What follows belongs to an exercise in optimizing a design on an open flow for small area; a production flow would make more cautious choices. Function was checked by simulation only, so behaviour that the tests miss may differ from the original. Power figures rest on the tool's default switching activity, not on a simulated workload.

==> run E <==
==> flow/design.v (excerpt) <==
module pad_config_sequencer #(
  parameter int NPADS  = 46,
  parameter int SETTLE = 4,
  parameter int AW     = 6
) (
  input  logic                 clk,
  input  logic                 rst,
  input  logic                 bus_wr_valid,
  output logic                 bus_wr_ready,
  input  logic [AW-1:0]        bus_wr_addr,
  input  logic [7:0]           bus_wr_data,
  output logic                 bus_wr_err,
  input  logic [AW-1:0]        bus_rd_addr,
  output logic [7:0]           bus_rd_data,
  input  logic                 bus_commit_valid,
  output logic                 bus_commit_ready,
  output logic                 bus_busy,
  output logic                 bus_commit_done,
  output logic [NPADS-1:0]     pad_oe,
  output logic [NPADS-1:0]     pad_ie,
  output logic [NPADS-1:0]     pad_pu,
  output logic [NPADS-1:0]     pad_pd,
  output logic [NPADS-1:0]     pad_pdrv0,
  output logic [NPADS-1:0]     pad_pdrv1,
  output logic [NPADS-1:0]     pad_sl,
  output logic [NPADS-1:0]     pad_cs
);
==> module pad_config_sequencer, before the edit <==
module pad_config_sequencer #(
  parameter int NPADS  = 46,
  parameter int SETTLE = 4,
  parameter int AW     = 6
) (
  input  logic                 clk,
  input  logic                 rst,
  input  logic                 bus_wr_valid,
  output logic                 bus_wr_ready,
  input  logic [AW-1:0]        bus_wr_addr,
  input  logic [7:0]           bus_wr_data,
  output logic                 bus_wr_err,
  input  logic [AW-1:0]        bus_rd_addr,
  output logic [7:0]           bus_rd_data,
  input  logic                 bus_commit_valid,
  output logic                 bus_commit_ready,
  output logic                 bus_busy,
  output logic                 bus_commit_done,
  output logic [NPADS-1:0]     pad_oe,
  output logic [NPADS-1:0]     pad_ie,
  output logic [NPADS-1:0]     pad_pu,
  output logic [NPADS-1:0]     pad_pd,
  output logic [NPADS-1:0]     pad_pdrv0,
  output logic [NPADS-1:0]     pad_pdrv1,
  output logic [NPADS-1:0]     pad_sl,
  output logic [NPADS-1:0]     pad_cs
);
  localparam int              CW          = (SETTLE > 1) ? $clog2(SETTLE) : 1;
  localparam logic [CW-1:0]   SETTLE_LOAD = CW'(SETTLE - 1);
  localparam logic [AW:0]     NPADS_W     = (AW + 1)'(NPADS);
  localparam logic [7:0]      RST_WORD    = 8'h02;
  typedef enum logic [2:0] {
    IDLE, QUIESCE, SETTLE1, UPDATE, SETTLE2, ENABLE, DONE
  } state_t;
  state_t            state, state_nx;
  logic [CW-1:0]     cnt;
  logic [7:0]        shadow [NPADS];
  logic [NPADS-1:0]  chg, chg_now;
  logic [7:0]        rd_q;
  logic              err_q;
  logic              wr_fire, wr_in_range, rd_in_range;
  assign wr_fire     = bus_wr_valid && (state == IDLE);
  assign wr_in_range = {1'b0, bus_wr_addr} < NPADS_W;
  assign rd_in_range = {1'b0, bus_rd_addr} < NPADS_W;
  assign bus_wr_ready     = (state == IDLE);
  assign bus_commit_ready = (state == IDLE);
  assign bus_busy         = (state != IDLE);
  assign bus_commit_done  = (state == DONE);
  assign bus_rd_data      = rd_q;
  assign bus_wr_err       = err_q;
  always_comb begin
    chg_now = '0;
    for (int unsigned i = 0; i < NPADS; i++) begin
      chg_now[i] = shadow[i] != {pad_cs[i], pad_sl[i], pad_pdrv1[i], pad_pdrv0[i],
                                 pad_pd[i], pad_pu[i], pad_ie[i], pad_oe[i]};
    end
  end
  always_comb begin
    state_nx = state;
    unique case (state)
      IDLE:    if (bus_commit_valid) state_nx = QUIESCE;
      QUIESCE: state_nx = (|chg_now) ? SETTLE1 : DONE;
      SETTLE1: if (cnt == '0) state_nx = UPDATE;
      UPDATE:  state_nx = SETTLE2;
      SETTLE2: if (cnt == '0) state_nx = ENABLE;
      ENABLE:  state_nx = DONE;
      DONE:    state_nx = IDLE;
      default: state_nx = IDLE;
    endcase
  end
  always_ff @(posedge clk or posedge rst) begin
    if (rst) begin
      state <= IDLE;
      cnt   <= '0;
      chg   <= '0;
    end else begin
      state <= state_nx;
      if (state == QUIESCE) chg <= chg_now;
      if (state == QUIESCE || state == UPDATE) cnt <= SETTLE_LOAD;
      else if (cnt != '0)                      cnt <= cnt - 1'b1;
    end
  end
  always_ff @(posedge clk or posedge rst) begin
    if (rst) begin
      for (int unsigned i = 0; i < NPADS; i++) shadow[i] <= RST_WORD;
      rd_q  <= RST_WORD;
      err_q <= 1'b0;
    end else begin
      err_q <= wr_fire && !wr_in_range;
      if (wr_fire && wr_in_range) shadow[bus_wr_addr] <= bus_wr_data;
      rd_q <= rd_in_range ? shadow[bus_rd_addr] : 8'h00;
    end
  end
  always_ff @(posedge clk or posedge rst) begin
    if (rst) begin
      pad_oe    <= '0;
      pad_ie    <= '1;
      pad_pu    <= '0;
      pad_pd    <= '0;
      pad_pdrv0 <= '0;
      pad_pdrv1 <= '0;
      pad_sl    <= '0;
      pad_cs    <= '0;
    end else begin
      case (state)
        QUIESCE: pad_oe <= pad_oe & ~chg_now;
        UPDATE: begin
          for (int unsigned i = 0; i < NPADS; i++) begin
            if (chg[i]) begin
              pad_ie[i]    <= shadow[i][1];
              pad_pu[i]    <= shadow[i][2];
              pad_pd[i]    <= shadow[i][3];
              pad_pdrv0[i] <= shadow[i][4];
              pad_pdrv1[i] <= shadow[i][5];
              pad_sl[i]    <= shadow[i][6];
              pad_cs[i]    <= shadow[i][7];
            end
          end
        end
        ENABLE: begin
          for (int unsigned i = 0; i < NPADS; i++) begin
            if (chg[i]) pad_oe[i] <= shadow[i][0];
          end
        end
        default: ;
      endcase
    end
  end
endmodule
export LEC_CHECK = 0
export CAP_MARGIN = 20
export CORE_MARGIN = 2
export CORE_UTILIZATION = 40
export SLEW_MARGIN = 20
create_clock -name core_clock -period 3.5 [get_ports {clk}]
run.sh (not shown) runs the stock make flow with config.mk's settings and CLKGATE_MAP_FILE= SYNTH_SCRIPT=/design/flow/synth_recipe.tcl, a recipe that flattens the netlist after the stock synthesis.
==> inputs of run X, as changes to run E <==
==> flow/design.v (replaced) <==
module pad_config_sequencer #(
  parameter int NPADS  = 46,
  parameter int AW     = 6
) (
  input  logic                 clk,
  input  logic                 rst,
  input  logic                 bus_wr_valid,
  output logic                 bus_wr_ready,
  input  logic [AW-1:0]        bus_wr_addr,
  input  logic [7:0]           bus_wr_data,
  output logic                 bus_wr_err,
  input  logic [AW-1:0]        bus_rd_addr,
  output logic [7:0]           bus_rd_data,
  input  logic                 bus_commit_valid,
  output logic                 bus_commit_ready,
  output logic                 bus_busy,
  output logic                 bus_commit_done,
  output logic [NPADS-1:0]     pad_oe,
  output logic [NPADS-1:0]     pad_ie,
  output logic [NPADS-1:0]     pad_pu,
  output logic [NPADS-1:0]     pad_pd,
  output logic [NPADS-1:0]     pad_pdrv0,
  output logic [NPADS-1:0]     pad_pdrv1,
  output logic [NPADS-1:0]     pad_sl,
  output logic [NPADS-1:0]     pad_cs
);
  localparam logic [7:0] RST_WORD = 8'h02;
  logic [3:0]        step;
  logic [7:0]        shadow [NPADS];
  logic [NPADS-1:0]  chg_now;
  logic [7:0]        rd_q;
  logic              err_q;
  logic              idle, wr_fire;
  assign idle    = (step == 4'd0);
  assign wr_fire = bus_wr_valid && idle;
  assign bus_wr_ready     = idle;
  assign bus_commit_ready = idle;
  assign bus_busy         = !idle;
  assign bus_commit_done  = (step == 4'd12);
  assign bus_rd_data      = rd_q;
  assign bus_wr_err       = err_q;
  always_comb begin
    for (int i = 0; i < NPADS; i++) begin
      chg_now[i] = shadow[i] != {pad_cs[i], pad_sl[i], pad_pdrv1[i], pad_pdrv0[i],
                                 pad_pd[i], pad_pu[i], pad_ie[i], pad_oe[i]};
    end
  end
  always_ff @(posedge clk or posedge rst) begin
    if (rst) begin
      step <= 4'd0;
    end else begin
      case (step)
        4'd0:    if (bus_commit_valid) step <= 4'd1;
        4'd1:    step <= (|chg_now) ? 4'd2 : 4'd12;
        4'd12:   step <= 4'd0;
        default: step <= step + 4'd1;
      endcase
    end
  end
  always_ff @(posedge clk or posedge rst) begin
    if (rst) begin
      for (int i = 0; i < NPADS; i++) shadow[i] <= RST_WORD;
      rd_q  <= RST_WORD;
      err_q <= 1'b0;
    end else begin
      err_q <= wr_fire && (bus_wr_addr >= AW'(NPADS));
      for (int i = 0; i < NPADS; i++)
        if (wr_fire && bus_wr_addr == AW'(i)) shadow[i] <= bus_wr_data;
      rd_q <= (bus_rd_addr < AW'(NPADS)) ? shadow[bus_rd_addr] : 8'h00;
    end
  end
  always_ff @(posedge clk or posedge rst) begin
    if (rst) begin
      pad_oe    <= '0;
      pad_ie    <= '1;
      pad_pu    <= '0;
      pad_pd    <= '0;
      pad_pdrv0 <= '0;
      pad_pdrv1 <= '0;
      pad_sl    <= '0;
      pad_cs    <= '0;
    end else begin
      if (step == 4'd1) pad_oe <= pad_oe & ~chg_now;
      if (step == 4'd11) begin
        for (int i = 0; i < NPADS; i++) pad_oe[i] <= shadow[i][0];
      end
      if (step == 4'd6) begin
        for (int i = 0; i < NPADS; i++) begin
          pad_ie[i]    <= shadow[i][1];
          pad_pu[i]    <= shadow[i][2];
          pad_pd[i]    <= shadow[i][3];
          pad_pdrv0[i] <= shadow[i][4];
          pad_pdrv1[i] <= shadow[i][5];
          pad_sl[i]    <= shadow[i][6];
          pad_cs[i]    <= shadow[i][7];
        end
      end
    end
  end
endmodule
==> summary of the runs <==
Clock skew: run X is higher than run E (0.0069 ns). Between run X and run E, the lower via count is in run X (gap about 8%, measured against run E). Against run X, the synthesized cell count of run E is higher by 9.2%. Between run X and run E, the lower wire length is in run X (gap about 6.4%, measured against run E). Between run E and run X, the lower worst setup slack is in run E (gap 0.072 ns). In run E the core utilization is lower than in run X, by 0.053 points. Of run E and run X, run E has the higher first-iteration DRC count (gap 8.5%, measured against run X). Between run X and run E, the lower worst hold slack is in run E (gap 0.082 ns). Against run X, the final area of run E is larger by about 7.5%. Between run E and run X, the lower sequential cell count is in run X (gap 47).
==> figures <==
metric                                                               run X       run E
Path category of the worst min-delay check                     in -> async   in -> reg
Register Area                                                    18860 µm²   20040 µm²
Sequential cell count of the final layout                              749         796
Leading cell type by number of instances after synthesis            mux2_2     dfrtp_1
Number of buffers created by CTS                                        85          90
Run status                                        timing/DRC/antenna clean  timing/DRC/antenna clean
Syn avg cell area                                                13.10 µm²   12.91 µm²
Arrival time worst endpoint                                        3.79 ns     3.83 ns
Most common library cell in the layout ignoring fill and taps       mux2_2     dfrtp_1
Synth Net Count                                                       2675        2915
Standard-cell row count                                                107         111
Fraction of standard cell area that is sequential                   0.4213      0.4163
Clock group power                                                  9470 µW    10000 µW
Share of synthesized area occupied by flip-flops and latches        0.5438      0.5372
Sw Share                                                            0.3573      0.3639
Die Span Y                                                        298.5 µm    309.4 µm
Non-clock buffers, area share                                       0.1348      0.1371
First-pass GRT wire length                                        217.0 mm    234.2 mm
Proportion of layout cells with a drive suffix above 1              0.3592      0.3489
Multi-input gate share of total cell area                           0.3432      0.3480
Psw                                                               11400 µW    13320 µW
Full die area                                                    89080 µm²   95700 µm²

## separate check: timing with driven ports
Ports are ideal in the flow. The routed layouts listed here were re-timed in OpenROAD. Step 1 sets driving cells, clkbuf_16 on the clock port and buf_2 on the other inputs (assumed; they add their load-dependent delay and slew). Step 2, shift: input delay + t, output delay - t, t = (earliest + latest rising clock arrival at the registers) / 2. This alone moves slack from input paths to output paths. a / b / c = no drivers / after step 1 / after step 2; a / b = the first two.
| run | shift t [ns] | setup WS [ns] | clock arrival spread, ns | worst slew at a driven data input, ns |
|---|---|---|---|---|
| run E | 0.728 | 0.206 / 0.243 / -0.484 | 0.027 / 0.027 | 0.07 |
| run X | 0.716 | 0.278 / 0.278 / -0.239 | 0.039 / 0.038 | 0.10 |
With both steps, setup timing fails in run E and run X, where it was met with ideal ports. For run E, which loses most, drivers alone change the setup slack by +0.037 ns; drivers and shift together by -0.690 ns.
